Context: an optimization exercise on an open-source flow, tuned for small area, a short achievable clock period and few clock cycles. The choices shown serve that exercise and are no tape-out recipe. Function was checked by simulation only, so behaviour that the tests miss may differ from the original. Power is estimated from default activity; no workload was simulated.

==> flow/design.v (excerpt) <==
module muldiv_unit #(
  parameter int WIDTH      = 32,
  parameter int MUL_CYCLES = 5
) (
  input  logic             clk,
  input  logic             reset,
  input  logic [WIDTH-1:0] A,
  input  logic [WIDTH-1:0] B,
  input  logic [3:0]       MULOp,
  input  logic             start,
  output logic             busy,
  output logic [WIDTH-1:0] HI,
  output logic [WIDTH-1:0] LO
);
  localparam logic [3:0] OP_MULT  = 4'd1;
  localparam logic [3:0] OP_MULTU = 4'd2;
  localparam logic [3:0] OP_DIV   = 4'd3;
  localparam logic [3:0] OP_DIVU  = 4'd4;
  localparam logic [3:0] OP_MTHI  = 4'd5;
  localparam logic [3:0] OP_MTLO  = 4'd6;
  localparam logic [3:0] OP_MADD  = 4'd7;
  localparam logic [3:0] OP_MADDU = 4'd8;
  localparam logic [3:0] OP_MSUB  = 4'd9;
  localparam logic [3:0] OP_MSUBU = 4'd10;
  localparam int CW = 43;       
  localparam int FW = 35;       
  logic        busy_q;
  logic        f_mul, f_fin, f_prep, f_norm, f_div, f_corr, f_negr, f_negq;
  logic        dlast_q;   
  logic [4:0]  cnt_q;
  logic        sg_q;      
  logic        uns_q;     
  logic        acc_q;     
  logic        sub_q;     
  logic        an_q;      
  logic        first_q;   
  logic        bz_q;      
  logic [5:0]  clz_q;     
  logic [4:0]  msb_q;     
  logic [3:0]  bs1_q, bs2_q, bng_q;    
  logic        s_en_q;    
  logic        ssh_q;     
  logic        fhi_q;     
  logic        fm_q;      
  logic        eh_q;      
  ...
export LEC_CHECK = 0
export CAP_MARGIN = 20
export CORE_MARGIN = 2
export CORE_UTILIZATION = 40
export SLEW_MARGIN = 20
create_clock -name core_clock -period 13.5 [get_ports {clk}]
standard.sh (not shown) runs the stock make flow with config.mk's settings and CLKGATE_MAP_FILE= SYNTH_SCRIPT=/design/flow/synth_recipe.tcl, a recipe that flattens the netlist after the stock synthesis.
==> flow/flow/run.sh <==
#!/bin/bash
# Layout flow: the standard ORFS flow (standard synthesis, floorplan, placement,
# CTS, routing) at the design's clock period and constraints, with
#  - a larger setup margin for ORFS's repair_timing passes, so that timing repair keeps
#    sizing and buffering the longest paths instead of stopping at the 13.5 ns clock;
#  - every port still buffered, with a plain buffer cell instead of a delay cell.
set -euo pipefail
bash standard.sh SETUP_SLACK_MARGIN=9.5 \
  "BUFFER_PORTS_ARGS=-buffer_cell sky130_fd_sc_hd__buf_1" finish > flow_make.log 2>&1
The first run produced a clean layout.
Testbench counts at the start, summed over its fixed seeds: cycles 13,972.
Then changed:
--- a/flow/flow/run.sh
+++ b/flow/flow/run.sh
@@ -7,3 +7,3 @@
 set -euo pipefail
-bash standard.sh SETUP_SLACK_MARGIN=9.5 \
+bash standard.sh SETUP_SLACK_MARGIN=9 MATCH_CELL_FOOTPRINT=0 \
   "BUFFER_PORTS_ARGS=-buffer_cell sky130_fd_sc_hd__buf_1" finish > flow_make.log 2>&1
=> Worst setup slack improves by 0.076 ns. Global-route usage shrinks by 3.4 points. Flip-flop and latch count does not change. Via count shrinks by a few percent. Maximum frequency grows slightly. Register-to-register slack improves by 0.11 ns. Clock power shrinks by a few percent. Non-clock buffer count shrinks by 121. Clock-buffer cell count shrinks by 4. Synthesized cell count stays the same. Wire length shrinks by a little under a tenth.
Then changed:
--- a/flow/flow/run.sh
+++ b/flow/flow/run.sh
@@ -7,3 +7,3 @@
 set -euo pipefail
-bash standard.sh SETUP_SLACK_MARGIN=9 MATCH_CELL_FOOTPRINT=0 \
+bash standard.sh SETUP_SLACK_MARGIN=9 \
   "BUFFER_PORTS_ARGS=-buffer_cell sky130_fd_sc_hd__buf_1" finish > flow_make.log 2>&1
- CTS_BUF_LIST: default -> sky130_fd_sc_hd__clkbuf_8
The new run finished with timing, DRC and antenna clean.
Wire length increases slightly.
Hold slack improved by 0.0078 ns.
Clock power fell by a few percent.
Synthesized area does not change.
Clock skew went up by 0.047 ns.
Die area does not change.
Synthesized cell count does not change.
Cell area stays flat.
Then changed:
- CTS_BUF_LIST: sky130_fd_sc_hd__clkbuf_8 -> default
Effect: Synthesized cell count does not change. Total power fell slightly. Area after synthesis stays the same. Hold slack is worse by 0.0079 ns. Routed wire length fell slightly. Utilization fell by 0.11 points.

[port drivers added, routing unchanged]
The results above use ideal ports. As a check the final layouts listed here were re-extracted and re-timed, cells and wires unchanged.
Step 1 sets driving cells, clkbuf_16 on the clock port and buf_2 on the other inputs (assumed; they add their load-dependent delay and slew).
Step 2 moves the port delays by t, midway between the first and last clock arrival at a register: inputs arrive t later, outputs are due t later. That takes back most of the time a late clock gives input paths.
a / b / c = ideal / step 1 / step 2; a / b = the first two.
run | shift t [ns] | setup slack, ns | hold WS [ns] | worst setup path at the end | worst register clock-pin slew, ns
the first run | 0.660 | 8.923 / 8.923 / 8.411 | 0.544 / 0.544 / 0.544 | input to register | 0.07 / 0.07
the second run | 0.649 | 8.998 / 9.035 / 8.385 | 0.523 / 0.523 / 0.523 | input to register | 0.07 / 0.07
the third run | 0.695 | 9.004 / 9.004 / 8.379 | 0.531 / 0.531 / 0.531 | input to register | 0.07 / 0.07
the fourth run | 0.649 | 8.937 / 8.937 / 8.370 | 0.523 / 0.523 / 0.523 | input to register | 0.07 / 0.07
After both steps setup and hold are still met in every run listed. The setup slack of the third run, which loses most, moves by 0.000 ns with the drivers and by -0.625 ns with both steps.
